This design comes from an exercise in tuning for small area, a short achievable clock period and few clock cycles per item on the open sky130 flow, not from production work. For this run, only the layout was checked, not whether the RTL still works.

==> flow/design.v <==
module lidar_flat_point_selector #(
	parameter int COORD_WIDTH = 24
) (
	input  logic                          clk,
	input  logic                          arst_n,
	input  logic                          cfg_we,
	input  logic                          cfg_index,
	input  logic [53:0]                   cfg_data,
	input  logic                          points_valid,
	output logic                          points_ready,
	input  logic signed [COORD_WIDTH-1:0] points_point_x,
	input  logic signed [COORD_WIDTH-1:0] points_point_y,
	input  logic signed [COORD_WIDTH-1:0] points_point_z,
	input  logic [15:0]                   points_intensity,
	input  logic                          points_point_valid,
	input  logic                          points_frame_start,
	output logic                          features_valid,
	input  logic                          features_ready,
	output logic signed [COORD_WIDTH-1:0] features_feature_x,
	output logic signed [COORD_WIDTH-1:0] features_feature_y,
	output logic signed [COORD_WIDTH-1:0] features_feature_z,
	output logic [15:0]                   features_feature_intensity,
	output logic [53:0]                   features_curvature
);
	localparam int CW  = COORD_WIDTH;
	localparam int DW  = CW + 3;       
	localparam int MW  = DW - 1;       
	localparam int PW  = 3 * CW + 16;  
	localparam int AW  = 32;           
	localparam logic [53:0] THRESH_RESET = 54'd1049;
	localparam logic [7:0]  STRIDE_RESET = 8'd1;
	logic [53:0] thresh_q;
	logic [7:0]  stride_q;
	always_ff @(posedge clk or negedge arst_n) begin
		if (!arst_n) begin
			thresh_q <= THRESH_RESET;
			stride_q <= STRIDE_RESET;
		end else if (cfg_we) begin
			if (cfg_index == 1'b0)
				thresh_q <= cfg_data;
			else
				stride_q <= cfg_data[7:0];
		end
	end
	logic tsmall;
	logic thi;
	assign tsmall = (thresh_q[53:12] == '0);
	assign thi    = (thresh_q[53:14] != '0);
	logic          ready_q;    
	logic          kv_q;       
	logic [PW-1:0] k_pt_q;     
	logic          k_keep_q;
	logic          k_fs_q;
	logic          ev_q;       
	logic          s1v_q;      
	logic          ov_q;       
	logic          busy_q;     
	logic          fin_q;      
	logic [CW-1:0] w_q [0:2][0:4];
	logic [15:0]   wi_q [2:4];
	logic [2:0]    fill_q;
	logic [7:0]    cnt_q;
	logic [6:0]    s1_dl_q [0:2];
	logic          s1_small_q;
	logic [PW-1:0] s1_pt_q;
	logic [PW-1:0] o_pt_q;
	logic [53:0]   o_curv_q;
	logic          in_keep;
	logic          accept;
	logic          src_v;
	logic [PW-1:0] src_pt;
	logic          src_keep;
	logic          src_fs;
	logic [PW-1:0] in_pt;
	assign in_pt   = {points_intensity, points_point_z, points_point_y, points_point_x};
	assign in_keep = points_point_valid &&
	                 !(points_point_x == '0 && points_point_y == '0 && points_point_z == '0);
	assign accept  = points_valid && ready_q;
	assign src_v    = kv_q || accept;
	assign src_pt   = kv_q ? k_pt_q   : in_pt;
	assign src_keep = kv_q ? k_keep_q : in_keep;
	assign src_fs   = kv_q ? k_fs_q   : points_frame_start;
	logic o_take;      
	logic fastdec;     
	logic s1_out;      
	logic s1_load;     
	logic w_take;      
	logic proc;        
	assign o_take  = !ov_q || features_ready;
	assign fastdec = s1_small_q || tsmall;
	assign s1_out  = s1v_q && fastdec && o_take;
	assign s1_load = ev_q && (!s1v_q || s1_out) && tsmall;
	assign w_take  = tsmall ? (!ev_q || s1_load) : (!ev_q && !s1v_q);
	assign proc    = src_v && w_take;
	logic kv_next;
	logic ev_next;
	assign kv_next = kv_q ? !proc : (accept && !proc);
	always_ff @(posedge clk or negedge arst_n) begin
		if (!arst_n) begin
			kv_q    <= 1'b0;
			ready_q <= 1'b1;
		end else begin
			kv_q    <= kv_next;
			ready_q <= !kv_next && (tsmall || !ev_next);
		end
	end
	always_ff @(posedge clk) begin
		if (!kv_q) begin
			k_pt_q   <= in_pt;
			k_keep_q <= in_keep;
			k_fs_q   <= points_frame_start;
		end
	end
	assign points_ready = ready_q;
	logic [2:0] fill_eff;
	logic [7:0] cnt_eff;
	logic [7:0] stride_eff;
	logic [8:0] cnt_inc;
	logic [7:0] cnt_next;
	logic       full;
	logic       eval;
	always_comb begin
		fill_eff   = src_fs ? 3'd0 : fill_q;
		cnt_eff    = src_fs ? 8'd0 : cnt_q;
		full       = (fill_eff == 3'd4);
		eval       = src_keep && full && (cnt_eff == 8'd0);
		stride_eff = (stride_q == 8'd0) ? 8'd1 : stride_q;
		cnt_inc    = {1'b0, cnt_eff} + 9'd1;
		cnt_next   = (cnt_inc >= {1'b0, stride_eff}) ? 8'd0 : cnt_inc[7:0];
	end
	always_ff @(posedge clk or negedge arst_n) begin
		if (!arst_n) begin
			fill_q <= '0;
			cnt_q  <= '0;
			ev_q   <= 1'b0;
		end else begin
			if (proc) begin
				if (src_keep && !full) begin
					fill_q <= fill_eff + 3'd1;
					cnt_q  <= cnt_eff;
				end else if (src_keep) begin
					fill_q <= fill_eff;
					cnt_q  <= cnt_next;
				end else begin
					fill_q <= fill_eff;
					cnt_q  <= cnt_eff;
				end
			end
			ev_q <= ev_next;
		end
	end
	always_comb begin
		if (proc && eval)
			ev_next = 1'b1;
		else if (s1_load || (!tsmall && (fin_q || s1_out)))
			ev_next = 1'b0;
		else
			ev_next = ev_q;
	end
	logic w_shift;
	assign w_shift = proc && src_keep;
	genvar ga, ge;
	generate
		for (ga = 0; ga < 3; ga = ga + 1) begin : g_wa
			for (ge = 0; ge < 4; ge = ge + 1) begin : g_we
				always_ff @(posedge clk) begin
					if (w_shift)
						w_q[ga][ge] <= w_q[ga][ge+1];
				end
			end
			always_ff @(posedge clk) begin
				if (w_shift)
					w_q[ga][4] <= src_pt[ga*CW +: CW];
			end
		end
	endgenerate
	always_ff @(posedge clk) begin
		if (w_shift) begin
			wi_q[2] <= wi_q[3];
			wi_q[3] <= wi_q[4];
			wi_q[4] <= src_pt[3*CW +: 16];
		end
	end
	logic [DW-1:0] d [0:2];
	logic          d_small [0:2];
	logic [MW-1:0] d_mag1 [0:2];    
	logic          d_sgn [0:2];
	generate
		for (ga = 0; ga < 3; ga = ga + 1) begin : g_d
			logic [DW-1:0] o0, o1, o2, o3, o4;
			logic [DW-1:0] s1a, c1a, s2a, c2a, s3a, c3a;
			assign o0 = {{3{w_q[ga][0][CW-1]}}, w_q[ga][0]};
			assign o1 = {{3{w_q[ga][1][CW-1]}}, w_q[ga][1]};
			assign o2 = ~{w_q[ga][2][CW-1], w_q[ga][2], 2'b00};
			assign o3 = {{3{w_q[ga][3][CW-1]}}, w_q[ga][3]};
			assign o4 = {{3{w_q[ga][4][CW-1]}}, w_q[ga][4]};
			assign s1a = o0 ^ o1 ^ o2;
			assign c1a = {((o0 & o1) | (o0 & o2) | (o1 & o2)), 1'b1} ;
			assign s2a = s1a ^ c1a ^ o3;
			assign c2a = {((s1a & c1a) | (s1a & o3) | (c1a & o3)), 1'b0};
			assign s3a = s2a ^ c2a ^ o4;
			assign c3a = {((s2a & c2a) | (s2a & o4) | (c2a & o4)), 1'b0};
			assign d[ga] = s3a + c3a;
			assign d_small[ga] = (d[ga][DW-1:6] == '0) || (d[ga][DW-1:6] == '1);
			assign d_sgn[ga]   = d[ga][DW-1];
			assign d_mag1[ga]  = d[ga][MW-1:0] ^ {MW{d[ga][DW-1]}};
		end
	endgenerate
	always_ff @(posedge clk or negedge arst_n) begin
		if (!arst_n)
			s1v_q <= 1'b0;
		else if (s1_load || (!tsmall && ev_q && !s1v_q))
			s1v_q <= 1'b1;
		else if (s1_out || fin_q)
			s1v_q <= 1'b0;
	end
	always_ff @(posedge clk) begin
		if (s1_load || (!tsmall && ev_q && !s1v_q)) begin
			s1_dl_q[0] <= d[0][6:0];
			s1_dl_q[1] <= d[1][6:0];
			s1_dl_q[2] <= d[2][6:0];
			s1_small_q <= d_small[0] && d_small[1] && d_small[2];
			s1_pt_q    <= {wi_q[2], w_q[2][2], w_q[1][2], w_q[0][2]};
		end
	end
	logic signed [13:0] sq [0:2];
	logic [13:0]        curv_fast;
	logic               flat_fast;
	assign sq[0] = $signed(s1_dl_q[0]) * $signed(s1_dl_q[0]);
	assign sq[1] = $signed(s1_dl_q[1]) * $signed(s1_dl_q[1]);
	assign sq[2] = $signed(s1_dl_q[2]) * $signed(s1_dl_q[2]);
	assign curv_fast = sq[0] + sq[1] + sq[2];
	assign flat_fast = s1_small_q && (thi || (curv_fast < thresh_q[13:0]));
	logic [4:0]    sc_q;
	logic [MW-1:0] r_q [0:2];
	logic [AW-3:0] acc_s_q, acc_c_q;
	logic          acc_ci_q;
	logic          start;
	assign start = !tsmall && s1v_q && !s1_small_q && !ov_q && !busy_q && !fin_q;
	logic [AW-1:0] row [0:2];
	generate
		for (ga = 0; ga < 3; ga = ga + 1) begin : g_row
			assign row[ga] = (sc_q == 5'd0) ?
			                 ({{(AW-MW-3){1'b0}}, d_sgn[ga] ? {d_mag1[ga], 1'b1} : {(MW+1){1'b0}}, 2'b00}) :
			                 ({{(AW-MW-1){1'b0}}, r_q[ga][0] ? {r_q[ga][MW-1:1], 2'b01} : {(MW+1){1'b0}}});
		end
	endgenerate
	logic [AW-1:0] x0, x1, x2, x3, x4;
	logic [AW-1:0] t1s, t1c, t2s, t2c, t3s, t3c;
	logic [2:0]    lo;
	assign x0  = {2'b00, acc_s_q};
	assign x1  = {2'b00, acc_c_q};
	assign x2  = row[0];
	assign x3  = row[1];
	assign x4  = row[2];
	assign t1s = x0 ^ x1 ^ x2;
	assign t1c = {((x0 & x1) | (x0 & x2) | (x1 & x2)), 1'b0};
	assign t2s = t1s ^ t1c ^ x3;
	assign t2c = {((t1s & t1c) | (t1s & x3) | (t1c & x3)), 1'b0};
	assign t3s = t2s ^ t2c ^ x4;
	assign t3c = {((t2s & t2c) | (t2s & x4) | (t2c & x4)), 1'b0};
	assign lo  = {1'b0, t3s[1:0]} + {1'b0, t3c[1:0]} + {2'b00, acc_ci_q};
	always_ff @(posedge clk or negedge arst_n) begin
		if (!arst_n) begin
			busy_q <= 1'b0;
			fin_q  <= 1'b0;
			sc_q   <= '0;
		end else begin
			if (start) begin
				busy_q <= 1'b1;
				sc_q   <= '0;
			end else if (busy_q) begin
				sc_q <= sc_q + 5'd1;
				if (sc_q == 5'd27) begin
					busy_q <= 1'b0;
					fin_q  <= 1'b1;
				end
			end
			if (fin_q)
				fin_q <= 1'b0;
		end
	end
	always_ff @(posedge clk) begin
		if (start) begin
			acc_s_q  <= '0;
			acc_c_q  <= '0;
			acc_ci_q <= 1'b0;
		end else if (busy_q) begin
			acc_s_q  <= t3s[AW-1:2];
			acc_c_q  <= t3c[AW-1:2];
			acc_ci_q <= lo[2];
		end
	end
	generate
		for (ga = 0; ga < 3; ga = ga + 1) begin : g_r
			always_ff @(posedge clk) begin
				if (busy_q) begin
					if (sc_q == 5'd0)
						r_q[ga] <= d_mag1[ga];
					else
						r_q[ga] <= r_q[ga] >> 1;
				end
			end
		end
	endgenerate
	logic flat_slow;
	assign flat_slow = (o_curv_q < thresh_q);
	always_ff @(posedge clk or negedge arst_n) begin
		if (!arst_n)
			ov_q <= 1'b0;
		else if (fin_q)
			ov_q <= flat_slow;
		else if (o_take)
			ov_q <= s1_out && flat_fast;
	end
	always_ff @(posedge clk) begin
		if (fin_q || s1_out)
			o_pt_q <= s1_pt_q;
		if (busy_q)
			o_curv_q <= {lo[1:0], o_curv_q[53:2]};
		else if (s1_out)
			o_curv_q <= {40'd0, curv_fast};
	end
	assign features_valid             = ov_q;
	assign features_feature_x         = o_pt_q[0*CW +: CW];
	assign features_feature_y         = o_pt_q[1*CW +: CW];
	assign features_feature_z         = o_pt_q[2*CW +: CW];
	assign features_feature_intensity = o_pt_q[3*CW +: 16];
	assign features_curvature         = o_curv_q;
endmodule
==> flow/run.sh <==
#!/bin/bash
# synth_recipe.tcl (not shown) runs the flow's synth.tcl, then flattens the netlist and writes it again
# the make line also repeats each setting of config.mk as NAME=value (left out here)
make -C /OpenROAD-flow-scripts/flow DESIGN_CONFIG=/design/flow/config.mk WORK_HOME=/design/flow/orfs CLKGATE_MAP_FILE= SYNTH_SCRIPT=/design/flow/synth_recipe.tcl finish
==> flow/config.mk <==
export PLATFORM = sky130hd
export DESIGN_NAME = lidar_flat_point_selector
export DESIGN_NICKNAME = lidar_flat_point_selector
export VERILOG_FILES = /design/flow/design.v
export SDC_FILE = /design/flow/constraint.sdc
export NUM_CORES = 4
export LEC_CHECK = 0
export CAP_MARGIN = 20
export CORE_MARGIN = 2
export CORE_UTILIZATION = 40
export SLEW_MARGIN = 20
==> flow/constraint.sdc <==
create_clock -name core_clock -period 9.5 [get_ports {clk}]
set_input_delay 1.9000 -clock core_clock [delete_from_list [all_inputs] [get_ports {clk}]]
set_output_delay 1.9000 -clock core_clock [all_outputs]
set_load 0.01 [all_outputs]
==> flow_summary.ini <==
[yosys]
syn_inst = 4214
yosys.area.top_type = edfxtp_1
synth.area.top_cells = edfxtp_1, fa_1, ha_1
synth.yosys.warnings = 11
netlist_area_mm2 = 0.0534
synth_flop_cell = edfxtp_1
ys_ff_latch = 971
synth_fp_nets = 5120
synth_edf_count = 738
synth_top_area_share = 0.415
synth_cell_types = 82
syn_area_per_cell_um2 = 12.7
synth-seq-area-share = 0.510
async_reset_ff_frac = 0.0875

[clock_tree]
cts_tree = yes
clockRootBuffer = clkbuf_16
clkLatencyLatePin_ns = 0.76
clkSinkCount = 971
cts_setup_buffers = 0
cts_hold_buf = 0
clock_path_buffers = 3
ctsResizeCount = 0
htree_levels = 3
clkTransAtPathRegs_ns = 0.06
cts_buffers = 108

[route]
ant_nets = 0
vias_per_cell = 4.88
firstDrtPassIters = 5
drc = 0
wl_mm = 115
drt-initial-drc-count = 1816
via_count = 31200
post_drt_wl_per_cell_um = 17.9

[critical_path]
critPathKind = flip-flop to flip-flop
crit_top_cell = fa_1
reg2reg_slack_ns = 1.97
reg2reg_to = ov_q$_DFFE_PN0P_
required_ns = 10.11
r2r-start = s1_dl_q[1][0]$_DFFE_PP_
reg2reg_depth = 27
startpoint_type = flip-flop
worstPathArrival_ns = 8.14
cp_slowest_stage_delay_ns = 0.58
critPathCaptureType = flip-flop
critPathSlowestCell = edfxtp_1
crit_fanout = 12

[sta]
setup_tns_ns = 0
rsz0062_at_grt = no
setup_violations = 0
tightest_slew_ns = 1.17
clock.fmax_mhz = 133
report.final.slew_viol_count = 0
slew_headroom = 0.220
hold_viol = 0
fin_ws_ns = 1.97
fin_skew_ns = 0.0808
finalCritPeriodShare = 0.793
period_needed_ns = 7.53

[floorplan]
coreArea_mm2 = 0.133
start_util = 0.402
chipHeight_um = 370
fp-row-count = 134
ioPinCount = 294
chipWidth_um = 370
die-area_mm2 = 0.137

[placement]
io_buffers = 293
place_hpwl_mm = 85.1
gp_congestion = 0.830
dp_slack_ns = 1.95
dpl.cell_count = 6197

[global_route]
grt_max_degree = 158
grt.overflow.total = 0
use_met1 = 0.222
grt_first_pass_wirelength_mm = 182
grt_usage = 0.171
antenna_found_initial = 4
first_global_vias = 32400
grt_use_met2 = 0.292
grtUsageMet3 = 0.0326
grt-busiest-layer = met2

[hold_path]
min_path_cells = 0
min_path_type = flip-flop to flip-flop
min_to = wi_q[3][9]$_DFFE_PP_
hp-start = wi_q[4][9]$_DFFE_PP_

[status]
status = timing/DRC/antenna clean

[final_layout]
stdcell_count = 6405
post-route-util = 0.468
layout.nets = 5446
drive_gt1_frac = 0.0759
area_delta_synth_final_pct = 16.4

[run]
maxCapViolCount = 0
routing by layer:
layer / wire, um / up-vias
met5: 42 / -
met4: 2760 / 8
met3: 5440 / 163
met2: 56900 / 548
met1: 49600 / 15600
li1: - / 14900
synth_stat cells, types with 5 or more instances:
library cell    n
dfxtp_1       148
inv_1         737
edfxtp_1      738
o21ai_0       173
buf_1           8
a21oi_1       100
dfstp_2         6
xnor2_1        83
a22oi_1         8
or4_1           7
mux2i_1        59
nand2_1       331
a311oi_1        5
or2_2           8
xor2_1         30
o21ai_1         5
nor2b_1        23
or3_1          10
a31oi_1         9
fa_1          442
o31ai_1         6
a22o_1          8
clkbuf_1       91
nand4_1        44
nand2b_1       17
o211ai_1       17
nor2_1        135
and3_1         43
mux2_2        110
dfrtp_1        79
nor4_1         42
nor3_1         25
ha_1          314
o21bai_1       11
o21a_1         20
nand3_1        70
and2_1         83
a21o_1         64
a211oi_1       16
cell type report:
type	count	area [um^2]
Sequential cell	971	27300
Tap cell	1768	2210
Clock inverter	57	718
Multi-Input combinational cell	2407	23100
Fill cell	12000	70700
Antenna cell	1	2.50
Clock buffer	149	2980
Timing Repair Buffer	315	3130
Inverter	737	2770
flip-flops by register name, summed over array words and instances, names as in the netlist, 3 cells and up:
signal / count
o_curv_q: 54
r_q: 78
thresh_q: 54
s1_dl_q: 21
o_pt_q: 88
cnt_q: 8
stride_q: 8
w_q: 360
k_pt_q: 88
wi_q: 48
acc_c_q: 29
fill_q: 3
acc_s_q: 28
s1_pt_q: 88
sc_q: 5
stage by stage:
stage	area, um^2	hold WS [ns]
2_1_floorplan	53500	0.400
3_3_place_gp	58500	0.401
3_5_place_dp	58500	0.405
4_1_cts	62200	0.418
5_1_grt	62200	0.421
6_report	62200	0.417
how the worst max path moves through the flow:
stage	start	to	slack [ns]	cells after the start
5_1_grt	s1_dl_q[1][0]$_DFFE_PP_	ov_q$_DFFE_PN0P_	1.30	27
4_1_cts	s1_dl_q[0][3]$_DFFE_PP_	ov_q$_DFFE_PN0P_	1.88	29
2_1_floorplan	features_ready	w_q[0][0]$_DFFE_PP_	0.44	7
6_report	s1_dl_q[1][0]$_DFFE_PP_	ov_q$_DFFE_PN0P_	1.97	27
3_5_place_dp	s1_dl_q[1][6]$_DFFE_PP_	ov_q$_DFFE_PN0P_	1.95	27
3_3_place_gp	s1_dl_q[0][6]$_DFFE_PP_	ov_q$_DFFE_PN0P_	2.02	27
cells by family (layout without fill, tap and decap cells):
logic type                 after synthesis  count (layout)  synth area share
and+or+nand+nor                        861             861            0.0781
muxes                                  169             169            0.0342
AOI/OAI and AO/OA                      508             508            0.0613
DFF                                    971             971             0.510
buffers and inverters                  836            1258            0.0587
adders and majority gates              756             756             0.239
xor gates and xnor gates               113             113            0.0185
other                                    0               1                 0
placed cells by master, fill, tap and decap left out, types with 30 or more instances in the layout:
| cell | n |
|---|---|
| dfrtp_1 | 77 |
| xor2_1 | 30 |
| mux2i_1 | 59 |
| inv_1 | 737 |
| a21o_1 | 64 |
| and3_1 | 43 |
| nor4_1 | 40 |
| fa_1 | 442 |
| a21oi_1 | 100 |
| nand2_1 | 331 |
| xnor2_1 | 82 |
| nor2_1 | 134 |
| and2_1 | 82 |
| ha_1 | 314 |
| edfxtp_1 | 738 |
| nand3_1 | 70 |
| o21ai_0 | 173 |
| mux2_2 | 110 |
| clkdlybuf4s50_1 | 292 |
| clkbuf_16 | 109 |
| clkbuf_1 | 30 |
| nand4_1 | 44 |
| dfxtp_1 | 148 |
worst max-delay path, delay by kind of cell (launching register included):
kind	cells	cell delay, ns
AO/OA/AOI/OAI	10	1.89
XOR/XNOR	1	0.17
adder cells (fa/ha/maj)	9	4.00
buffers and inverters	4	0.39
flip-flops	1	0.58
AND/OR/NAND/NOR	3	0.42

==> what the ideal ports hide <==
How much do the figures lean on ideal ports? The routed layout below was timed once more, with nothing changed but the port constraints.
Step 1 (the two cells are an assumption about what drives the block):
set clk [get_ports {clk}]
set_driving_cell -lib_cell sky130_fd_sc_hd__clkbuf_16 $clk
set_driving_cell -lib_cell sky130_fd_sc_hd__buf_2 [delete_from_list [all_inputs] $clk]
Step 2 adds t to the input delays and takes it off the output delays; t is the mean of the earliest and latest rising clock arrival at the registers after step 1. Input paths then give back, and output paths get back, about the clock's delay inside the block.
Slacks: no drivers / after step 1 / after step 2; pairs: no drivers / after step 1.
t, ns: 0.794
setup WS [ns]: 1.968 / 1.968 / 1.968
worst hold slack (ns): 0.417 / 0.417 / 0.417
latest minus earliest clock arrival (ns): 0.080 / 0.081
pins driven straight from the clock port: 1
After both steps this run still meets setup and hold. For this run, drivers alone change the setup slack by 0.000 ns; drivers and shift together by 0.000 ns.
